Source: an optimization exercise on an open RTL-to-GDS flow (aim: small area, a short achievable clock period and few clock cycles per item). Production flows keep margins and buffers that such runs may drop. Where RTL was checked, it was by simulation tests only, not by an equivalence proof against the original. For run 2, only the layout was checked, not whether the RTL still works. Power is estimated from default activity; no workload was simulated.

**flow/config.mk**
```make
export PLATFORM = sky130hd
export DESIGN_NAME = ray_grid_stepper
export DESIGN_NICKNAME = ray_grid_stepper
export VERILOG_FILES = /design/flow/design.v
export SDC_FILE = /design/flow/constraint.sdc
export NUM_CORES = 4
export LEC_CHECK = 0
export CAP_MARGIN = 20
export CORE_MARGIN = 2
export CORE_UTILIZATION = 70
export CTS_BUF_LIST = sky130_fd_sc_hd__clkbuf_8
export PLACE_DENSITY = 0.8
export SLEW_MARGIN = 20
export SYNTH_HIERARCHICAL = 1
export SYNTH_MINIMUM_KEEP_SIZE = 0
```
**flow/constraint.sdc**
```tcl
create_clock -name core_clock -period 11.0 [get_ports {clock}]
set_input_delay 2.2000 -clock core_clock [delete_from_list [all_inputs] [get_ports {clock}]]
set_output_delay 2.2000 -clock core_clock [all_outputs]
set_load 0.01 [all_outputs]
```
**flow/design.v**
```verilog
module ray_grid_stepper #(
    parameter int COORD_W   = 13,
    parameter int CELL_LOG2 = 6,
    parameter int GRID_LOG2 = 6,
    parameter int FRAC_W    = 8,
    parameter int MAX_STEPS = 64,
    parameter int RAM_LAT   = 1
) (
    input  logic                       clock,
    input  logic                       resetn,
    input  logic                       start,
    input  logic                       mode,
    input  logic                       dir_neg,
    input  logic [COORD_W-1:0]         player_x,
    input  logic [COORD_W-1:0]         player_y,
    input  logic [COORD_W+FRAC_W-1:0]  slope,
    output logic                       busy,
    output logic                       done,
    output logic                       hit,
    output logic                       out_of_bounds,
    output logic                       step_limit,
    output logic [COORD_W-1:0]         hit_x,
    output logic [COORD_W-1:0]         hit_y,
    output logic [7:0]                 steps,
    output logic                       grid_rd_en,
    output logic [2*GRID_LOG2-1:0]     grid_addr,
    input  logic                       grid_data
);
    localparam int TW = 22;
    logic                  busy_r, done_r, hit_r;
    logic                  mode_r, dn_r;
    logic [14:0]           t_r;         
    logic [6:0]            th_r;        
    logic signed [7:0]     cp_r;        
    logic [6:0]            cnt_r;       
    logic                  cin_r;       
    logic signed [TW-1:0]  add_r;       
    logic [20:0]           slope_x;     
    logic signed [12:0]    p_in, s_in;
    logic                  ndn;
    logic [27:0]           vs, vc;
    logic [6:0]            low_sum;
    always_comb begin
        p_in    = mode ? player_x : player_y;
        s_in    = mode ? player_y : player_x;
        ndn     = !dir_neg;
        low_sum = {1'b0, vs[5:0]} + {1'b0, vc[5:0]};
    end
    logic [3:0]            bone, btwo, bneg, bone_x, btwo_x, bneg_x, bone_y, btwo_y, bneg_y;
    logic [6:0]            rbx, rby;
    always_comb begin
        rbx = {player_x[5:0], 1'b0};
        rby = {player_y[5:0], 1'b0};
        for (int j = 0; j < 3; j++) begin
            bone_x[j] = rbx[2*j+1] ^ rbx[2*j];
            btwo_x[j] = rbx[2*j+2] ? (!rbx[2*j+1] && !rbx[2*j]) : (rbx[2*j+1] && rbx[2*j]);
            bneg_x[j] = !rbx[2*j+2];
            bone_y[j] = rby[2*j+1] ^ rby[2*j];
            btwo_y[j] = rby[2*j+2] ? (!rby[2*j+1] && !rby[2*j]) : (rby[2*j+1] && rby[2*j]);
            bneg_y[j] = !rby[2*j+2];
        end
        bone_x[3] = ndn ^ player_x[5];
        btwo_x[3] = 1'b0;
        bneg_x[3] = player_x[5];
        bone_y[3] = ndn ^ player_y[5];
        btwo_y[3] = 1'b0;
        bneg_y[3] = player_y[5];
        bone = mode ? bone_x : bone_y;
        btwo = mode ? btwo_x : btwo_y;
        bneg = mode ? bneg_x : bneg_y;
    end
    logic cs1, cs2, cs3, cs4, cs5, cs6, cs7, cs8, cs9, cs10, cs11, cs12, cs13, cs14, cs15, cs16, cs17, cs18, cs19, cs20, cs21, cs22, cs23, cs24, cs25, cs26, cs27, cs28, cs29, cs30, cs31, cs32, cs33, cs34, cs35, cs36, cs37, cs38, cs39, cs40, cs41, cs42, cs43, cs44, cs45, cs46, cs47, cs48, cs49, cs50, cs51, cs52, cs53, cs54, cs55, cs56, cs57, cs58, cs59, cs60, cs61, cs62, cs63, cs64, cs65, cs66, cs67, cs68, cs69, cs70, cs71, cs72, cs73, cs74, cs75, cs76, cs77, cs78, cs79, cs80, cs81, cs82, cs83, cs84, cs85, cs86, cs87, cs88, cs89, cs90, cs91, cs92, cs93, cs94, cs95, cs96, cs97, cs98, cs99, cs100, cs101, cs102, cs103, cs104, cs105, cs106, cs107, cs108, cs109, cs110, cs111, cs112, cs113, cs114, cs115, cs116, cs117, cs118, cs119, cs120, cs121, cs122, cs123, cs124, cs125, cs126;
    rgs_ha ha_cs1 (.a(bneg[3]), .b(((bone[3] & slope[0]) ^ bneg[3])), .s(cs1), .co(cs2));
    rgs_ha ha_cs3 (.a(((bone[3] & slope[1]) ^ bneg[3])), .b((((bone[0] & slope[7]) | (btwo[0] & slope[6])) ^ bneg[0])), .s(cs3), .co(cs4));
    rgs_fa fa_cs5 (.a(s_in[0]), .b(((bone[3] & slope[2]) ^ bneg[3])), .c((((bone[0] & slope[8]) | (btwo[0] & slope[7])) ^ bneg[0])), .s(cs5), .co(cs6));
    rgs_fa fa_cs7 (.a(s_in[1]), .b(((bone[3] & slope[3]) ^ bneg[3])), .c((((bone[0] & slope[9]) | (btwo[0] & slope[8])) ^ bneg[0])), .s(cs7), .co(cs8));
    rgs_fa fa_cs9 (.a(s_in[2]), .b(((bone[3] & slope[4]) ^ bneg[3])), .c((((bone[0] & slope[10]) | (btwo[0] & slope[9])) ^ bneg[0])), .s(cs9), .co(cs10));
    rgs_fa fa_cs11 (.a(s_in[3]), .b(((bone[3] & slope[5]) ^ bneg[3])), .c((((bone[0] & slope[11]) | (btwo[0] & slope[10])) ^ bneg[0])), .s(cs11), .co(cs12));
    rgs_fa fa_cs13 (.a(s_in[4]), .b(((bone[3] & slope[6]) ^ bneg[3])), .c((((bone[0] & slope[12]) | (btwo[0] & slope[11])) ^ bneg[0])), .s(cs13), .co(cs14));
    rgs_fa fa_cs15 (.a(s_in[5]), .b(((bone[3] & slope[7]) ^ bneg[3])), .c((((bone[0] & slope[13]) | (btwo[0] & slope[12])) ^ bneg[0])), .s(cs15), .co(cs16));
    rgs_fa fa_cs17 (.a(s_in[6]), .b(((bone[3] & slope[8]) ^ bneg[3])), .c((((bone[0] & slope[14]) | (btwo[0] & slope[13])) ^ bneg[0])), .s(cs17), .co(cs18));
    rgs_fa fa_cs19 (.a(s_in[7]), .b(((bone[3] & slope[9]) ^ bneg[3])), .c((((bone[0] & slope[15]) | (btwo[0] & slope[14])) ^ bneg[0])), .s(cs19), .co(cs20));
    rgs_fa fa_cs21 (.a(s_in[8]), .b(((bone[3] & slope[10]) ^ bneg[3])), .c((((bone[0] & slope[16]) | (btwo[0] & slope[15])) ^ bneg[0])), .s(cs21), .co(cs22));
    rgs_fa fa_cs23 (.a(s_in[9]), .b(((bone[3] & slope[11]) ^ bneg[3])), .c((((bone[0] & slope[17]) | (btwo[0] & slope[16])) ^ bneg[0])), .s(cs23), .co(cs24));
    rgs_fa fa_cs25 (.a(s_in[10]), .b(((bone[3] & slope[12]) ^ bneg[3])), .c((((bone[0] & slope[18]) | (btwo[0] & slope[17])) ^ bneg[0])), .s(cs25), .co(cs26));
    rgs_fa fa_cs27 (.a(s_in[11]), .b(((bone[3] & slope[13]) ^ bneg[3])), .c((((bone[0] & slope[19]) | (btwo[0] & slope[18])) ^ bneg[0])), .s(cs27), .co(cs28));
    assign cs29 = 1'b1 ^ ~s_in[12] ^ ((bone[3] & slope[14]) ^ bneg[3]);
    assign cs30 = (1'b1 & ~s_in[12]) | (1'b1 & ((bone[3] & slope[14]) ^ bneg[3])) | (~s_in[12] & ((bone[3] & slope[14]) ^ bneg[3]));
    rgs_ha ha_cs31 (.a((((bone[0] & slope[20]) | (btwo[0] & slope[19])) ^ bneg[0])), .b((((bone[1] & slope[18]) | (btwo[1] & slope[17])) ^ bneg[1])), .s(cs31), .co(cs32));
    rgs_fa fa_cs33 (.a(((bone[3] & slope[15]) ^ bneg[3])), .b(~(((bone[0] & slope[20]) | (btwo[0] & slope[20])) ^ bneg[0])), .c((((bone[1] & slope[19]) | (btwo[1] & slope[18])) ^ bneg[1])), .s(cs33), .co(cs34));
    assign cs35 = 1'b1 ^ ((bone[3] & slope[16]) ^ bneg[3]);
    assign cs36 = 1'b1 & ((bone[3] & slope[16]) ^ bneg[3]);
    rgs_ha ha_cs37 (.a(bneg[2]), .b((((bone[0] & slope[4]) | (btwo[0] & slope[3])) ^ bneg[0])), .s(cs37), .co(cs38));
    rgs_ha ha_cs39 (.a((((bone[0] & slope[5]) | (btwo[0] & slope[4])) ^ bneg[0])), .b((((bone[1] & slope[3]) | (btwo[1] & slope[2])) ^ bneg[1])), .s(cs39), .co(cs40));
    rgs_fa fa_cs41 (.a((((bone[0] & slope[6]) | (btwo[0] & slope[5])) ^ bneg[0])), .b((((bone[1] & slope[4]) | (btwo[1] & slope[3])) ^ bneg[1])), .c((((bone[2] & slope[2]) | (btwo[2] & slope[1])) ^ bneg[2])), .s(cs41), .co(cs42));
    rgs_fa fa_cs43 (.a((((bone[1] & slope[5]) | (btwo[1] & slope[4])) ^ bneg[1])), .b((((bone[2] & slope[3]) | (btwo[2] & slope[2])) ^ bneg[2])), .c(cs2), .s(cs43), .co(cs44));
    rgs_fa fa_cs45 (.a((((bone[1] & slope[6]) | (btwo[1] & slope[5])) ^ bneg[1])), .b((((bone[2] & slope[4]) | (btwo[2] & slope[3])) ^ bneg[2])), .c(cs4), .s(cs45), .co(cs46));
    rgs_fa fa_cs47 (.a((((bone[1] & slope[7]) | (btwo[1] & slope[6])) ^ bneg[1])), .b((((bone[2] & slope[5]) | (btwo[2] & slope[4])) ^ bneg[2])), .c(cs6), .s(cs47), .co(cs48));
    rgs_fa fa_cs49 (.a((((bone[1] & slope[8]) | (btwo[1] & slope[7])) ^ bneg[1])), .b((((bone[2] & slope[6]) | (btwo[2] & slope[5])) ^ bneg[2])), .c(cs8), .s(cs49), .co(cs50));
    rgs_fa fa_cs51 (.a((((bone[1] & slope[9]) | (btwo[1] & slope[8])) ^ bneg[1])), .b((((bone[2] & slope[7]) | (btwo[2] & slope[6])) ^ bneg[2])), .c(cs10), .s(cs51), .co(cs52));
    rgs_fa fa_cs53 (.a((((bone[1] & slope[10]) | (btwo[1] & slope[9])) ^ bneg[1])), .b((((bone[2] & slope[8]) | (btwo[2] & slope[7])) ^ bneg[2])), .c(cs12), .s(cs53), .co(cs54));
    rgs_fa fa_cs55 (.a((((bone[1] & slope[11]) | (btwo[1] & slope[10])) ^ bneg[1])), .b((((bone[2] & slope[9]) | (btwo[2] & slope[8])) ^ bneg[2])), .c(cs14), .s(cs55), .co(cs56));
    rgs_fa fa_cs57 (.a((((bone[1] & slope[12]) | (btwo[1] & slope[11])) ^ bneg[1])), .b((((bone[2] & slope[10]) | (btwo[2] & slope[9])) ^ bneg[2])), .c(cs16), .s(cs57), .co(cs58));
    rgs_fa fa_cs59 (.a((((bone[1] & slope[13]) | (btwo[1] & slope[12])) ^ bneg[1])), .b((((bone[2] & slope[11]) | (btwo[2] & slope[10])) ^ bneg[2])), .c(cs18), .s(cs59), .co(cs60));
    rgs_fa fa_cs61 (.a((((bone[1] & slope[14]) | (btwo[1] & slope[13])) ^ bneg[1])), .b((((bone[2] & slope[12]) | (btwo[2] & slope[11])) ^ bneg[2])), .c(cs20), .s(cs61), .co(cs62));
    rgs_fa fa_cs63 (.a((((bone[1] & slope[15]) | (btwo[1] & slope[14])) ^ bneg[1])), .b((((bone[2] & slope[13]) | (btwo[2] & slope[12])) ^ bneg[2])), .c(cs22), .s(cs63), .co(cs64));
    rgs_fa fa_cs65 (.a((((bone[1] & slope[16]) | (btwo[1] & slope[15])) ^ bneg[1])), .b((((bone[2] & slope[14]) | (btwo[2] & slope[13])) ^ bneg[2])), .c(cs24), .s(cs65), .co(cs66));
    rgs_fa fa_cs67 (.a((((bone[1] & slope[17]) | (btwo[1] & slope[16])) ^ bneg[1])), .b((((bone[2] & slope[15]) | (btwo[2] & slope[14])) ^ bneg[2])), .c(cs26), .s(cs67), .co(cs68));
    rgs_fa fa_cs69 (.a((((bone[2] & slope[16]) | (btwo[2] & slope[15])) ^ bneg[2])), .b(cs29), .c(cs31), .s(cs69), .co(cs70));
    rgs_fa fa_cs71 (.a((((bone[2] & slope[17]) | (btwo[2] & slope[16])) ^ bneg[2])), .b(cs30), .c(cs32), .s(cs71), .co(cs72));
    rgs_fa fa_cs73 (.a((((bone[1] & slope[20]) | (btwo[1] & slope[19])) ^ bneg[1])), .b((((bone[2] & slope[18]) | (btwo[2] & slope[17])) ^ bneg[2])), .c(cs35), .s(cs73), .co(cs74));
    rgs_fa fa_cs75 (.a(((bone[3] & slope[17]) ^ bneg[3])), .b(~(((bone[1] & slope[20]) | (btwo[1] & slope[20])) ^ bneg[1])), .c((((bone[2] & slope[19]) | (btwo[2] & slope[18])) ^ bneg[2])), .s(cs75), .co(cs76));
    assign cs77 = 1'b1 ^ ((bone[3] & slope[18]) ^ bneg[3]);
    assign cs78 = 1'b1 & ((bone[3] & slope[18]) ^ bneg[3]);
    rgs_ha ha_cs79 (.a(bneg[1]), .b((((bone[0] & slope[2]) | (btwo[0] & slope[1])) ^ bneg[0])), .s(cs79), .co(cs80));
    rgs_ha ha_cs81 (.a((((bone[0] & slope[3]) | (btwo[0] & slope[2])) ^ bneg[0])), .b((((bone[1] & slope[1]) | (btwo[1] & slope[0])) ^ bneg[1])), .s(cs81), .co(cs82));
    rgs_fa fa_cs83 (.a((((bone[1] & slope[2]) | (btwo[1] & slope[1])) ^ bneg[1])), .b((((bone[2] & slope[0]) | (btwo[2] & 1'b0)) ^ bneg[2])), .c(cs37), .s(cs83), .co(cs84));
    rgs_fa fa_cs85 (.a((((bone[2] & slope[1]) | (btwo[2] & slope[0])) ^ bneg[2])), .b(cs38), .c(cs39), .s(cs85), .co(cs86));
    rgs_fa fa_cs87 (.a(cs1), .b(cs40), .c(cs41), .s(cs87), .co(cs88));
    rgs_fa fa_cs89 (.a(cs3), .b(cs42), .c(cs43), .s(cs89), .co(cs90));
    rgs_fa fa_cs91 (.a(cs5), .b(cs44), .c(cs45), .s(cs91), .co(cs92));
    rgs_fa fa_cs93 (.a(cs7), .b(cs46), .c(cs47), .s(cs93), .co(cs94));
    rgs_fa fa_cs95 (.a(cs9), .b(cs48), .c(cs49), .s(cs95), .co(cs96));
    rgs_fa fa_cs97 (.a(cs11), .b(cs50), .c(cs51), .s(cs97), .co(cs98));
    rgs_fa fa_cs99 (.a(cs13), .b(cs52), .c(cs53), .s(cs99), .co(cs100));
    rgs_fa fa_cs101 (.a(cs15), .b(cs54), .c(cs55), .s(cs101), .co(cs102));
    rgs_fa fa_cs103 (.a(cs17), .b(cs56), .c(cs57), .s(cs103), .co(cs104));
    rgs_fa fa_cs105 (.a(cs19), .b(cs58), .c(cs59), .s(cs105), .co(cs106));
    rgs_fa fa_cs107 (.a(cs21), .b(cs60), .c(cs61), .s(cs107), .co(cs108));
    rgs_fa fa_cs109 (.a(cs23), .b(cs62), .c(cs63), .s(cs109), .co(cs110));
    rgs_fa fa_cs111 (.a(cs25), .b(cs64), .c(cs65), .s(cs111), .co(cs112));
    rgs_fa fa_cs113 (.a(cs27), .b(cs66), .c(cs67), .s(cs113), .co(cs114));
    rgs_fa fa_cs115 (.a(cs28), .b(cs69), .c(cs68), .s(cs115), .co(cs116));
    rgs_fa fa_cs117 (.a(cs33), .b(cs70), .c(cs71), .s(cs117), .co(cs118));
    rgs_fa fa_cs119 (.a(cs34), .b(cs73), .c(cs72), .s(cs119), .co(cs120));
    rgs_fa fa_cs121 (.a(cs36), .b(cs75), .c(cs74), .s(cs121), .co(cs122));
    rgs_fa fa_cs123 (.a((((bone[2] & slope[20]) | (btwo[2] & slope[19])) ^ bneg[2])), .b(cs77), .c(cs76), .s(cs123), .co(cs124));
    rgs_fa fa_cs125 (.a(((bone[3] & slope[19]) ^ bneg[3])), .b(~(((bone[2] & slope[20]) | (btwo[2] & slope[20])) ^ bneg[2])), .c(cs78), .s(cs125), .co(cs126));
    assign vs[0] = bneg[0];
    assign vs[1] = (((bone[0] & slope[1]) | (btwo[0] & slope[0])) ^ bneg[0]);
    assign vs[2] = cs79;
    assign vs[3] = cs80;
    assign vs[4] = cs82;
    assign vs[5] = cs84;
    assign vs[6] = cs86;
    assign vs[7] = cs88;
    assign vs[8] = cs90;
    assign vs[9] = cs92;
    assign vs[10] = cs94;
    assign vs[11] = cs96;
    assign vs[12] = cs98;
    assign vs[13] = cs100;
    assign vs[14] = cs102;
    assign vs[15] = cs104;
    assign vs[16] = cs106;
    assign vs[17] = cs108;
    assign vs[18] = cs110;
    assign vs[19] = cs112;
    assign vs[20] = cs114;
    assign vs[21] = cs116;
    assign vs[22] = cs118;
    assign vs[23] = cs120;
    assign vs[24] = cs122;
    assign vs[25] = cs124;
    assign vs[26] = cs126;
    assign vs[27] = 1'b1;
    assign vc[0] = (((bone[0] & slope[0]) | (btwo[0] & 1'b0)) ^ bneg[0]);
    assign vc[1] = 1'b0;
    assign vc[2] = (((bone[1] & slope[0]) | (btwo[1] & 1'b0)) ^ bneg[1]);
    assign vc[3] = cs81;
    assign vc[4] = cs83;
    assign vc[5] = cs85;
    assign vc[6] = cs87;
    assign vc[7] = cs89;
    assign vc[8] = cs91;
    assign vc[9] = cs93;
    assign vc[10] = cs95;
    assign vc[11] = cs97;
    assign vc[12] = cs99;
    assign vc[13] = cs101;
    assign vc[14] = cs103;
    assign vc[15] = cs105;
    assign vc[16] = cs107;
    assign vc[17] = cs109;
    assign vc[18] = cs111;
    assign vc[19] = cs113;
    assign vc[20] = cs115;
    assign vc[21] = cs117;
    assign vc[22] = cs119;
    assign vc[23] = cs121;
    assign vc[24] = cs123;
    assign vc[25] = cs125;
    assign vc[26] = ~((bone[3] & slope[20]) ^ bneg[3]);
    assign vc[27] = 1'b0;
    logic                  first;
    logic [14:0]           sum_lo;
    logic [7:0]            a_hi, b_hi;
    logic                  hi_zero;
    logic [14:0]           t_nxt;
    logic signed [7:0]     cp_nxt;
    logic                  nxt_oob, probe_valid, hit_now, finish;
    always_comb begin
        first       = cnt_r[6];
        sum_lo      = {1'b0, t_r[13:0]} + {1'b0, add_r[13:0]} + {14'd0, cin_r};
        a_hi        = {th_r, t_r[14]};
        b_hi        = add_r[21:14];
        hi_zero     = ((a_hi[0] ^ b_hi[0]) == sum_lo[14]) && ((a_hi[6:0] | b_hi[6:0]) == (a_hi[7:1] ^ b_hi[7:1]));
        t_nxt       = {a_hi[0] ^ b_hi[0] ^ sum_lo[14], sum_lo[13:0]};
        cp_nxt      = cp_r + (dn_r ? -8'sd1 : 8'sd1);
        nxt_oob     = (cp_nxt[7:6] != 2'b00) || !hi_zero;
        probe_valid = !first;
        hit_now     = probe_valid && grid_data;
        finish      = hit_now || nxt_oob;
    end
    always_ff @(posedge clock) begin
        if (!resetn) begin
            busy_r <= 1'b0;
            done_r <= 1'b0;
        end else if (busy_r) begin
            busy_r <= !finish;
            done_r <= finish;
        end else begin
            busy_r <= start;
            done_r <= 1'b0;
        end
    end
    always_ff @(posedge clock) begin
        hit_r <= hit_now;
        slope_x <= dir_neg ? ~slope : slope;
        th_r    <= busy_r ? 7'd0 : vs[27:21];
        if (!busy_r) begin
            mode_r  <= mode;
            dn_r    <= dir_neg;
            add_r   <= vc[27:6];
            cin_r   <= low_sum[6];
            t_r     <= vs[20:6];
            cp_r    <= {p_in[12], p_in[12:6]};
            cnt_r   <= 7'h7f;
        end else begin
            cnt_r <= cnt_r + 7'd1;
            if (first) begin
                add_r <= {slope_x[20], slope_x};
                cin_r <= dn_r;
            end
            if (!hit_now) begin
                t_r  <= t_nxt;
                cp_r <= cp_nxt;
            end
        end
    end
    logic [6:0] line_idx;
    always_comb begin
        busy          = busy_r;
        done          = done_r;
        hit           = hit_r;
        out_of_bounds = !hit_r;
        step_limit    = 1'b0;
        line_idx      = cp_r[6:0] + {6'd0, dn_r};
        hit_x         = mode_r ? {line_idx, 6'd0} : t_r[14:2];
        hit_y         = mode_r ? t_r[14:2] : {line_idx, 6'd0};
        steps         = {1'b0, cnt_r};
        grid_rd_en    = 1'b1;
        grid_addr     = mode_r ? {t_nxt[13:8], cp_nxt[5:0]} : {cp_nxt[5:0], t_nxt[13:8]};
    end
endmodule
module rgs_fa (
    input  logic a,
    input  logic b,
    input  logic c,
    output logic s,
    output logic co
);
    assign s  = a ^ b ^ c;
    assign co = (a & b) | (a & c) | (b & c);
endmodule
module rgs_ha (
    input  logic a,
    input  logic b,
    output logic s,
    output logic co
);
    assign s  = a ^ b;
    assign co = a & b;
endmodule
```
**flow/flow/run.sh**
```bash
#!/bin/bash
set -o pipefail
export BUFFER_PORTS_ARGS="-buffer_cell sky130_fd_sc_hd__buf_1"
bash standard.sh SETUP_SLACK_MARGIN=5.8 finish > standard.log 2>&1
```
**flow/standard.sh**
```bash
#!/bin/bash
# synth_recipe.tcl (not shown) runs the flow's synth.tcl, then flattens the netlist and writes it again
# the make line also repeats each setting of config.mk as NAME=value (left out here)
make -C /OpenROAD-flow-scripts/flow DESIGN_CONFIG=/design/flow/config.mk WORK_HOME=/design/flow/orfs CLKGATE_MAP_FILE= SYNTH_SCRIPT=/design/flow/synth_recipe.tcl "${@:-finish}"
```
==> results of run 1 <==
## per-stage QoR
step / area, um2 / hold WS, ns / total power, mW / setup slack (ns) / util, %
5_1_grt: 8650 / 0.453 / 2.26 / 5.80 / 76.4
4_1_cts: 8620 / 0.438 / 2.07 / 5.82 / 76.1
6_report: 8650 / 0.441 / 2.09 / 5.92 / 76.4
3_5_place_dp: 8390 / 0.417 / 1.81 / 4.92 / 74.1
3_3_place_gp: 8390 / 0.400 / 1.74 / 5.05 / 74.1
2_1_floorplan: 8080 / 0.435 / 1.50 / 5.96 / -
## cells in the mapped netlist (3+ instances only)
cell	instances	share of area, %
nor2b_1	19	1.5
buf_4	4	0.37
clkbuf_1	49	2.3
nor4_1	3	0.23
and2_1	7	0.54
o21a_1	3	0.28
a21oi_1	39	2.4
a21o_1	5	0.46
mux2_2	54	7.5
xnor2_1	81	8.8
a211oi_1	9	0.84
nand2b_1	7	0.54
dfxtp_1	39	9.7
o21ai_0	18	1.1
nand2_1	44	2.0
ha_1	49	7.6
nor3_2	3	0.37
buf_2	12	0.74
xor2_1	36	3.9
mux2_1	4	0.56
mux2i_1	11	1.4
fa_1	56	14
inv_1	39	1.8
buf_1	6	0.28
a22oi_1	59	5.5
o21ai_1	18	1.1
and3_1	6	0.46
nand3b_1	4	0.37
nand3_1	9	0.56
edfxtp_1	47	17
nor2_1	33	1.5
## metal layers
metal | up-vias | global-route usage, % | part of all wire, %
li1 | 2913 | - | -
met5 | - | 0 | 0
met3 | 37 | 5.33 | 7.3
met4 | 0 | 9.30 | 1.8
met1 | 3045 | 41.7 | 43
met2 | 294 | 52.0 | 48
## registers in the layout (all words and copies together) (netlist names)
register,count
add_r,22
busy_r,1
cin_r,1
cnt_r,7
cp_r,8
dn_r,1
done_r,1
hit_r,1
mode_r,1
slope_x,21
t_r,15
th_r,7
## worst max-delay path, cell delays in order (launching register included)
cell and delay, ns:
edfxtp_1 0.39, inv_1 0.07, fa_2 0.38, fa_2 0.41
nor2b_4 0.14, nor3_2 0.07, nor3_2 0.19, nor3_2 0.10
o21ai_1 0.16, xor2_1 0.26, mux2_2 0.21, clkbuf_2 0.13
## layout by cell type (no fill, tap or decap), types with 3 or more instances in the layout
cell | netlist | layout
mux2_1 | 4 | 4
a22oi_1 | 59 | 59
mux2_2 | 54 | 53
nand3b_1 | 4 | 4
mux2i_1 | 11 | 10
nand2b_1 | 7 | 6
and2_1 | 7 | 7
nor2_1 | 33 | 33
a211oi_1 | 9 | 9
a21o_1 | 5 | 5
fa_1 | 56 | 54
nor4_1 | 3 | 3
clkbuf_8 | 0 | 9
nor3_2 | 3 | 3
o21ai_1 | 18 | 18
nor2b_1 | 19 | 19
nand2_1 | 44 | 44
xor2_1 | 36 | 36
buf_4 | 4 | 9
a21oi_1 | 39 | 39
buf_1 | 6 | 98
ha_1 | 49 | 49
dfxtp_1 | 39 | 38
edfxtp_1 | 47 | 47
and3_1 | 6 | 6
xnor2_1 | 81 | 80
o21ai_0 | 18 | 18
inv_1 | 39 | 39
nand3_1 | 9 | 9
conb_1 | 2 | 3
## Yosys stat by module, one instance, submodules excluded
module | flip-flops and latches | area (um2)
rgs_ha | 0 | 12.5
rgs_fa | 0 | 20.0
ray_grid_stepper | 86 | 6930
## power groups by stage
stage          clock network [mW]  registers (mW)  logic [mW]
2_1_floorplan                   0           0.508       0.991
4_1_cts                     0.231           0.522        1.31
3_5_place_dp                    0           0.529        1.28
3_3_place_gp                    0           0.525        1.21
5_1_grt                     0.240           0.532        1.48
6_report                    0.227           0.523        1.34
## worst max-delay path by stage
stage / end / cells past startpoint / startpoint / slack, ns
2_1_floorplan: add_r[8]$_DFFE_PP_ / 9 / mode / 5.96
3_3_place_gp: t_r[8]$_DFFE_PP_ / 9 / mode / 5.05
3_5_place_dp: add_r[11]$_DFFE_PP_ / 8 / mode / 4.92
4_1_cts: grid_addr[10] / 11 / cin_r$_DFFE_PP_ / 5.82
5_1_grt: t_r[8]$_DFFE_PP_ / 11 / player_x[3] / 5.80
6_report: grid_addr[4] / 11 / cin_r$_DFFE_PP_ / 5.92
## repair_timing
item | 4_1_cts | 5_1_grt
setup endpoints to repair | 37 | 18
gates resized for setup | 4 | 6
setup buffers | 1 | 1
gates cloned | 1 | 0
pin swaps | 1 | 3
## logic make-up after synthesis
| logic type | share of synthesized area, % |
|---|---|
| fa+ha+maj | 21.5 |
| compound gates | 14.3 |
| simple gates | 8.94 |
| mux | 9.45 |
| flops | 27.1 |
| xor+xnor | 12.7 |
| buf+inv | 5.96 |
| other cells | 0.0930 |
## final cells by class
cell class	instances	area, um2
clock buffer	9	124
fill	821	2670
sequential	86	2190
timing repair buffer	111	468
clock inverter	7	72.6
multi-input combinational	612	5460
inverter	41	156
tap	143	179
==> metrics.cfg, run 1 <==
[outcome]
status = finished clean

[global_routing]
grt_overflow_total = 0
antenna_found_initial = 0
grt.total_usage_pct = 31.0
grt_pass1_vias = 6217
grt_max_degree = 74
grt_pass1_wl_um = 30900

[power]
combPwrFrac_pct = 64.2
powerDensity_nw_per_um2 = 242
swShare_pct = 43.9
leakagePower_nw = 3.39
seq_power_share_pct = 25.0
p_int_mw = 1.17
switching_power_mw = 0.920
clockPowerShare_pct = 10.8
ir_worst_vdd_uv = 182

[clocking]
cts.htree.levels = 3
tritoncts = yes
cts_root_buf = clkbuf_8
postCtsHoldBufs = 0
cts-buffers-inserted = 9
clk_latency_ns = 0.37
clk_path_buf_depth = 2
cts.sink_count = 86
clk_pin_slew_ns = 0.09

[final_layout]
diodes = 0
syn_to_final_growth_pct = 7.14
final_nets = 1019
layoutNonFillerInstCount = 1009
drive_above_1_share_pct = 11.8

[synth]
synth_flop_cell = edfxtp_1
ys_types = 59
mappedNetlistArea_um2 = 8080
ys_seq_elements = 86
synth_edf_count = 47
yosys_warnings = 7
ys_seq_area_share_pct = 27.1
syn_inst = 810
syn_avg_cell_area_um2 = 9.97
async_flop_share_pct = 0

[worst_setup_path]
r2r_slack_ns = 8.31
worst_r2r_path_depth = 11
r2r_start = cin_r$_DFFE_PP_
crit_required_ns = 8.80
timing.critical_path.to_type = output pin
crit_arrival_ns = 2.88
reg2reg_to = t_r[12]$_DFFE_PP_
worstSetupPathType = reg -> out
cp_max_fo = 3
cp-start-kind = flip-flop

[timing]
rsz0062_at_grt = true
slew_viol_final = 0
max_freq_mhz = 197
relSlewSlack_pct = 44.4
post-route-period-util_pct = 46.2
tns_ns = 0
fin_crit_ns = 5.08
tightest_slew_ns = 0.835
finClkSkew_ns = 0.00806
hold_viol = 0
setup_viol = 0

[floorplan]
die_w_um = 111
fp-row-count = 39
dieArea_um2 = 12400
ios = 105
coreArea_um2 = 11300
initial_core_util_pct = 71.3
die_y_um = 111

[drt]
avgRoutedWirePerCell_um = 19.0
antenna_left = 0
firstDrtPassIters = 5
drt-total-wl_um = 19200
drtIter0Drc = 542
vias = 6289
remaining_drc_errors = 0
via_per_inst = 6.23

[run]
drv_cap = 0

[hold_path]
min_from = cnt_r[0]$_SDFF_PN1_
hold_class = reg -> reg
whs_path_depth = 1
min_to = cnt_r[0]$_SDFF_PN1_

[placed_design]
hpwl_um = 13900
io_buffers = 101
dp.cells = 989
gp_congestion = 0.884

Testbench counts, summed over its fixed seeds: cycles 12,152, rays 1,536.
==> inputs of run 2 (changes only) <==
--- a/flow/design.v
+++ b/flow/design.v
@@ -195,13 +195,84 @@
     logic                  first;
     logic [14:0]           sum_lo;
     logic [7:0]            a_hi, b_hi;
+    logic ag1, ag2, ag3, ag4, ag5, ag6, ag7, ag8, ag9, ag10, ag11, ag12, ag13, ag14, ap1, ap2, ap3, ap4, ap5, ap6, ap7, ap8, ap9, ap10, ap11, ap12, ap13, ap14, pg0_1, pg0_3, pp0_3, pg0_5, pp0_5, pg0_7, pp0_7, pg0_9, pp0_9, pg0_11, pp0_11, pg0_13, pp0_13, pg1_2, pg1_3, pg1_6, pp1_6, pg1_7, pp1_7, pg1_10, pp1_10, pg1_11, pp1_11, pg1_14, pp1_14, pg2_4, pg2_5, pg2_6, pg2_7, pg2_12, pp2_12, pg2_13, pp2_13, pg2_14, pp2_14, pg3_8, pg3_9, pg3_10, pg3_11, pg3_12, pg3_13, pg3_14;
+    assign ag1 = t_r[0] & add_r[0];
+    assign ap1 = t_r[0] ^ add_r[0];
+    assign ag2 = t_r[1] & add_r[1];
+    assign ap2 = t_r[1] ^ add_r[1];
+    assign ag3 = t_r[2] & add_r[2];
+    assign ap3 = t_r[2] ^ add_r[2];
+    assign ag4 = t_r[3] & add_r[3];
+    assign ap4 = t_r[3] ^ add_r[3];
+    assign ag5 = t_r[4] & add_r[4];
+    assign ap5 = t_r[4] ^ add_r[4];
+    assign ag6 = t_r[5] & add_r[5];
+    assign ap6 = t_r[5] ^ add_r[5];
+    assign ag7 = t_r[6] & add_r[6];
+    assign ap7 = t_r[6] ^ add_r[6];
+    assign ag8 = t_r[7] & add_r[7];
+    assign ap8 = t_r[7] ^ add_r[7];
+    assign ag9 = t_r[8] & add_r[8];
+    assign ap9 = t_r[8] ^ add_r[8];
+    assign ag10 = t_r[9] & add_r[9];
+    assign ap10 = t_r[9] ^ add_r[9];
+    assign ag11 = t_r[10] & add_r[10];
+    assign ap11 = t_r[10] ^ add_r[10];
+    assign ag12 = t_r[11] & add_r[11];
+    assign ap12 = t_r[11] ^ add_r[11];
+    assign ag13 = t_r[12] & add_r[12];
+    assign ap13 = t_r[12] ^ add_r[12];
+    assign ag14 = t_r[13] & add_r[13];
+    assign ap14 = t_r[13] ^ add_r[13];
+    rgs_g pg0_1_c (.gh(ag1), .ph(ap1), .gl(cin_r), .g(pg0_1));
+    rgs_gp pg0_3_c (.gh(ag3), .ph(ap3), .gl(ag2), .pl(ap2), .g(pg0_3), .p(pp0_3));
+    rgs_gp pg0_5_c (.gh(ag5), .ph(ap5), .gl(ag4), .pl(ap4), .g(pg0_5), .p(pp0_5));
+    rgs_gp pg0_7_c (.gh(ag7), .ph(ap7), .gl(ag6), .pl(ap6), .g(pg0_7), .p(pp0_7));
+    rgs_gp pg0_9_c (.gh(ag9), .ph(ap9), .gl(ag8), .pl(ap8), .g(pg0_9), .p(pp0_9));
+    rgs_gp pg0_11_c (.gh(ag11), .ph(ap11), .gl(ag10), .pl(ap10), .g(pg0_11), .p(pp0_11));
+    rgs_gp pg0_13_c (.gh(ag13), .ph(ap13), .gl(ag12), .pl(ap12), .g(pg0_13), .p(pp0_13));
+    rgs_g pg1_2_c (.gh(ag2), .ph(ap2), .gl(pg0_1), .g(pg1_2));
+    rgs_g pg1_3_c (.gh(pg0_3), .ph(pp0_3), .gl(pg0_1), .g(pg1_3));
+    rgs_gp pg1_6_c (.gh(ag6), .ph(ap6), .gl(pg0_5), .pl(pp0_5), .g(pg1_6), .p(pp1_6));
+    rgs_gp pg1_7_c (.gh(pg0_7), .ph(pp0_7), .gl(pg0_5), .pl(pp0_5), .g(pg1_7), .p(pp1_7));
+    rgs_gp pg1_10_c (.gh(ag10), .ph(ap10), .gl(pg0_9), .pl(pp0_9), .g(pg1_10), .p(pp1_10));
+    rgs_gp pg1_11_c (.gh(pg0_11), .ph(pp0_11), .gl(pg0_9), .pl(pp0_9), .g(pg1_11), .p(pp1_11));
+    rgs_gp pg1_14_c (.gh(ag14), .ph(ap14), .gl(pg0_13), .pl(pp0_13), .g(pg1_14), .p(pp1_14));
+    rgs_g pg2_4_c (.gh(ag4), .ph(ap4), .gl(pg1_3), .g(pg2_4));
+    rgs_g pg2_5_c (.gh(pg0_5), .ph(pp0_5), .gl(pg1_3), .g(pg2_5));
+    rgs_g pg2_6_c (.gh(pg1_6), .ph(pp1_6), .gl(pg1_3), .g(pg2_6));
+    rgs_g pg2_7_c (.gh(pg1_7), .ph(pp1_7), .gl(pg1_3), .g(pg2_7));
+    rgs_gp pg2_12_c (.gh(ag12), .ph(ap12), .gl(pg1_11), .pl(pp1_11), .g(pg2_12), .p(pp2_12));
+    rgs_gp pg2_13_c (.gh(pg0_13), .ph(pp0_13), .gl(pg1_11), .pl(pp1_11), .g(pg2_13), .p(pp2_13));
+    rgs_gp pg2_14_c (.gh(pg1_14), .ph(pp1_14), .gl(pg1_11), .pl(pp1_11), .g(pg2_14), .p(pp2_14));
+    rgs_g pg3_8_c (.gh(ag8), .ph(ap8), .gl(pg2_7), .g(pg3_8));
+    rgs_g pg3_9_c (.gh(pg0_9), .ph(pp0_9), .gl(pg2_7), .g(pg3_9));
+    rgs_g pg3_10_c (.gh(pg1_10), .ph(pp1_10), .gl(pg2_7), .g(pg3_10));
+    rgs_g pg3_11_c (.gh(pg1_11), .ph(pp1_11), .gl(pg2_7), .g(pg3_11));
+    rgs_g pg3_12_c (.gh(pg2_12), .ph(pp2_12), .gl(pg2_7), .g(pg3_12));
+    rgs_g pg3_13_c (.gh(pg2_13), .ph(pp2_13), .gl(pg2_7), .g(pg3_13));
+    rgs_g pg3_14_c (.gh(pg2_14), .ph(pp2_14), .gl(pg2_7), .g(pg3_14));
+    assign sum_lo[0] = ap1 ^ cin_r;
+    assign sum_lo[1] = ap2 ^ pg0_1;
+    assign sum_lo[2] = ap3 ^ pg1_2;
+    assign sum_lo[3] = ap4 ^ pg1_3;
+    assign sum_lo[4] = ap5 ^ pg2_4;
+    assign sum_lo[5] = ap6 ^ pg2_5;
+    assign sum_lo[6] = ap7 ^ pg2_6;
+    assign sum_lo[7] = ap8 ^ pg2_7;
+    assign sum_lo[8] = ap9 ^ pg3_8;
+    assign sum_lo[9] = ap10 ^ pg3_9;
+    assign sum_lo[10] = ap11 ^ pg3_10;
+    assign sum_lo[11] = ap12 ^ pg3_11;
+    assign sum_lo[12] = ap13 ^ pg3_12;
+    assign sum_lo[13] = ap14 ^ pg3_13;
+    assign sum_lo[14] = pg3_14;
     logic                  hi_zero;
     logic [14:0]           t_nxt;
     logic signed [7:0]     cp_nxt;
     logic                  nxt_oob, probe_valid, hit_now, finish;
     always_comb begin
         first       = cnt_r[6];
-        sum_lo      = {1'b0, t_r[13:0]} + {1'b0, add_r[13:0]} + {14'd0, cin_r};
         a_hi        = {th_r, t_r[14]};
         b_hi        = add_r[21:14];
         hi_zero     = ((a_hi[0] ^ b_hi[0]) == sum_lo[14]) && ((a_hi[6:0] | b_hi[6:0]) == (a_hi[7:1] ^ b_hi[7:1]));
@@ -282,3 +353,22 @@
     assign s  = a ^ b;
     assign co = a & b;
 endmodule
+module rgs_gp (
+    input  logic gh,
+    input  logic ph,
+    input  logic gl,
+    input  logic pl,
+    output logic g,
+    output logic p
+);
+    assign g = gh | (ph & gl);
+    assign p = ph & pl;
+endmodule
+module rgs_g (
+    input  logic gh,
+    input  logic ph,
+    input  logic gl,
+    output logic g
+);
+    assign g = gh | (ph & gl);
+endmodule
--- a/flow/config.mk
+++ b/flow/config.mk
@@ -7,9 +7,9 @@
 export LEC_CHECK = 0
 export CAP_MARGIN = 20
 export CORE_MARGIN = 2
-export CORE_UTILIZATION = 70
+export CORE_UTILIZATION = 60
 export CTS_BUF_LIST = sky130_fd_sc_hd__clkbuf_8
-export PLACE_DENSITY = 0.8
+export PLACE_DENSITY = 0.7
 export SLEW_MARGIN = 20
 export SYNTH_HIERARCHICAL = 1
 export SYNTH_MINIMUM_KEEP_SIZE = 0
==> run 2 against run 1 <==
Utilization down 11 points. Die area up 18%. Clock power about the same. Setup slack worse by 0.059 ns. Combinational power down 7%. Sequential power up 2%. Critical path depth up 1.
==> metrics.cfg, run 2 <==
[placed_design]
postPlaceCellArea_um2 = 8550  ; +1.9%
gp_congestion = 0.891  ; +0.78%
hpwl_um = 14200  ; +2.6%
io_buffers = 101  ; unchanged

[drt]
via_per_inst = 5.79  ; -7.1%
firstDrtPassIters = 5  ; unchanged
drt-total-wl_um = 19300  ; +0.48%
avgRoutedWirePerCell_um = 18.7  ; -1.8%
drtIter0Drc = 418  ; -23%
antenna_left = 0  ; unchanged
vias = 5974  ; -5.0%
remaining_drc_errors = 0  ; unchanged

[timing]
max_freq_mhz = 195  ; -1.1%
tns_ns = 0  ; unchanged
hold_viol = 0  ; unchanged
fin_crit_ns = 5.14  ; +0.0587 ns
post-route-period-util_pct = 46.7  ; +0.53 points
rsz0062_at_grt = true
setup_viol = 0  ; unchanged
tightest_slew_ns = 0.917  ; +0.0821 ns
slew_viol_final = 0  ; unchanged
relSlewSlack_pct = 38.9  ; -5.5 points
finClkSkew_ns = 0.0124  ; +0.00436 ns

[synth]
syn_avg_cell_area_um2 = 10.4  ; +4.0%
ys_seq_area_share_pct = 26.6  ; -0.57 points
synth.top_cell.area_share_pct = 17.1  ; -0.37 points
synthTopCellsByCount = xnor2_1, fa_1, nor2_1
synth.area.top_cells = edfxtp_1, fa_1, dfxtp_1
synth_flop_cell = edfxtp_1
syn_inst = 796  ; -1.7%
yosysTopAreaCell = edfxtp_1
ys_seq_elements = 86  ; unchanged
ys_types = 47  ; -20%
yosys_warnings = 7  ; unchanged
synth_edf_count = 47  ; unchanged
yosysMostFrequentCell = xnor2_1
async_flop_share_pct = 0  ; unchanged
mappedNetlistArea_um2 = 8250  ; +2.2%

[power]
leakagePower_nw = 3.50  ; +3.2%
clockPowerShare_pct = 11.5  ; +0.7 points
p_total_mw = 2.00  ; -4.5%
switching_power_mw = 0.871  ; -5.4%
ir_worst_vdd_uv = 82.9  ; -54%
seq_power_share_pct = 26.6  ; +1.6 points
powerDensity_nw_per_um2 = 227  ; -6.1%
combPwrFrac_pct = 61.9  ; -2.3 points
p_int_mw = 1.13  ; -3.8%
swShare_pct = 43.5  ; -0.41 points

[clocking]
post_cts_buffers = 0  ; -1
cts.htree.levels = 3  ; unchanged
cts.sink_count = 86  ; unchanged
cts_root_buf = clkbuf_8
cts-buffers-inserted = 9  ; unchanged
clk_path_buf_depth = 2  ; unchanged
clk_pin_slew_ns = 0.10  ; about the same
clk_latency_ns = 0.38  ; about the same
tritoncts = yes

[final_layout]
max_flop_register = add_r
design_area_um2 = 8800  ; +1.7%
final_cell_mix = buf_1, xnor2_1, fa_1
largest_register_ff_count = 22  ; unchanged
layout_commonest_cell = buf_1
diodes = 0  ; unchanged
drive_above_1_share_pct = 15.0  ; +3.2 points
final_nets = 1008  ; -1.1%
largestRegisters = add_r: 22 flops, slope_x: 21 flops, t_r: 15 flops
syn_to_final_growth_pct = 6.66

[global_routing]
grt.total_usage_pct = 27.4  ; -3.6 points
grt.met1_usage_pct = 36.8  ; -4.9 points
grt_pass1_vias = 6085  ; -2.1%
grt_pass1_wl_um = 31300  ; +1.5%
antenna_found_initial = 0  ; unchanged
grt_max_degree = 85  ; +15%
met3_usage_pct = 2.77  ; -2.6 points
use_met2_pct = 46.3  ; -5.7 points
grt-busiest-layer = met2
grt_overflow_total = 0  ; unchanged

[worst_setup_path]
crit_required_ns = 11.14  ; +2.34 ns
worst_r2r_path_depth = 10  ; -1
crit_chain = buf_1 > inv_1 > ha_1 > mux2_4 > a22oi_2 > xnor2_1 > ha_1 > fa_1 > ha_1 > or3_1 > o21ai_0 > a21oi_1
r2r_slack_ns = 8.29  ; -0.02 ns
r2r_start = t_r[2]$_DFFE_PP_
worstSetupPathType = in -> reg
cp_max_fo = 22  ; +19
reg2reg_to = busy_r$_SDFF_PN0_
cp-start-kind = input port
critical_path.slowest_cell = fa_1
timing.critical_path.to_type = flip-flop
crit_arrival_ns = 5.28  ; +2.40 ns
path_common_cell = ha_1
cpPeakStageDelay_ns = 0.45  ; +0.04 ns

[floorplan]
fp-row-count = 42  ; +7.7%
die_y_um = 121  ; +8.8%
coreArea_um2 = 13300  ; +18%
initial_core_util_pct = 61.8  ; -9.5 points
dieArea_um2 = 14700  ; +18%
die_w_um = 121  ; +8.8%
ios = 105  ; unchanged

[hold_path]
min_to = cnt_r[0]$_SDFF_PN1_
min_from = cnt_r[0]$_SDFF_PN1_
hold_class = reg -> reg
whs_path_depth = 1  ; unchanged

[outcome]
status = finished clean

[run]
drv_cap = 0  ; unchanged

## run 2: per-stage QoR
step	setup slack (ns)	utilization (%)	instances	hold slack, ns
after floorplan	6.06	-	797	0.449
after global placement	5.30	64.1	1015	0.422
after detailed placement	5.19	64.1	1015	0.440
after CTS	5.82	65.7	1032	0.463
after global routing	5.75	65.9	1032	0.489
final	5.86	65.9	1032	0.461
## run 2: layer usage
metal | part of all wire, % | wire (um) | vias up
met4 | 2.2 | 422 | 0
met1 | 44 | 8420 | 2892
met5 | 0 | 0 | -
met2 | 49 | 9470 | 207
li1 | - | - | 2844
met3 | 5.1 | 991 | 31
## run 2: worst max-delay path by stage
stage | end | cells after the start | startpoint
after floorplan | add_r[14]$_DFFE_PP_ | 10 | player_y[1]
after detailed placement | add_r[8]$_DFFE_PP_ | 8 | mode
after global routing | cin_r$_DFFE_PP_ | 12 | player_x[1]
after CTS | cin_r$_DFFE_PP_ | 10 | mode
final | cin_r$_DFFE_PP_ | 12 | player_x[1]
after global placement | add_r[14]$_DFFE_PP_ | 9 | mode
## run 2: modules after synthesis, one instance, submodules excluded
module / copies in the design / cell area (um2) / flops+latches / cells
rgs_fa: 53 / 20.0 / 0 / 1
rgs_gp: 14 / 13.8 / 0 / 2
ray_grid_stepper: 1 / 6800 / 86 / 694
rgs_ha: 7 / 12.5 / 0 / 1
rgs_g: 14 / 7.51 / 0 / 1
## run 2: what timing repair did
item / CTS / global route
resized for setup: 2 / 6
cloned: 1 / 0
hold buffers: 0 / 0
setup endpoints to repair: 29 / 30
## run 2: power groups by stage
stage / Clock, mW / Sequential, mW / Combinational, mW
after floorplan: 0 / 0.506 / 0.938
after global placement: 0 / 0.533 / 1.16
after detailed placement: 0 / 0.539 / 1.22
after CTS: 0.232 / 0.531 / 1.23
after global routing: 0.249 / 0.540 / 1.38
final: 0.230 / 0.531 / 1.24
## run 2: cell type report
cell class                      count  area [um2]
Fill cell                        1095        4550
Tap cell                          176         220
Clock inverter                      7        76.3
Clock buffer                        9         124
Timing Repair Buffer              111         462
Sequential cell                    86        2190
Multi-Input combinational cell    611        5600
Inverter                           32         123
## run 2: cell families after synthesis
logic type                 Yosys count  synth area share (%)
AOI/OAI and AO/OA                  176                  16.8
and+or+nand+nor                    148                  8.64
xor gates and xnor gates           122                  13.0
adders and majority gates          104                  20.7
buffers and inverters              101                  6.34
DFF                                 86                  26.6
muxes                               57                  7.89
other                                2                0.0910
## run 2: critical path, delay by kind of cell
kind	cells	cell delay, ns
AOI/OAI and AO/OA	3	0.41
xor gates and xnor gates	1	0.14
adders and majority gates	4	1.32
buffers and inverters	2	0.44
muxes	1	0.43
and+or+nand+nor	1	0.34

re-timing with driven ports:
No port has a modelled driver above. Below, the same layouts with a new extraction and two added sets of constraints.
Step 1 (the two cells are an assumption about what drives the block):
set clk [get_ports {clock}]
set_driving_cell -lib_cell sky130_fd_sc_hd__clkbuf_16 $clk
set_driving_cell -lib_cell sky130_fd_sc_hd__buf_2 [delete_from_list [all_inputs] $clk]
Step 2 moves the port delays by t, midway between the first and last clock arrival at a register: inputs arrive t later, outputs are due t later. That takes back most of the time a late clock gives input paths.
Slacks: ideal / step 1 / step 2; pairs: ideal / step 1.
| run | t, ns | setup slack, ns | latest minus earliest clock arrival (ns) |
|---|---|---|---|
| run 1 | 0.397 | 5.918 / 5.887 / 5.532 | 0.008 / 0.008 |
| run 2 | 0.407 | 5.860 / 5.871 / 5.464 | 0.012 / 0.013 |
After both steps every run listed still meets setup and hold. The setup slack of run 2, which loses most, moves by +0.011 ns with the drivers and by -0.396 ns with both steps.
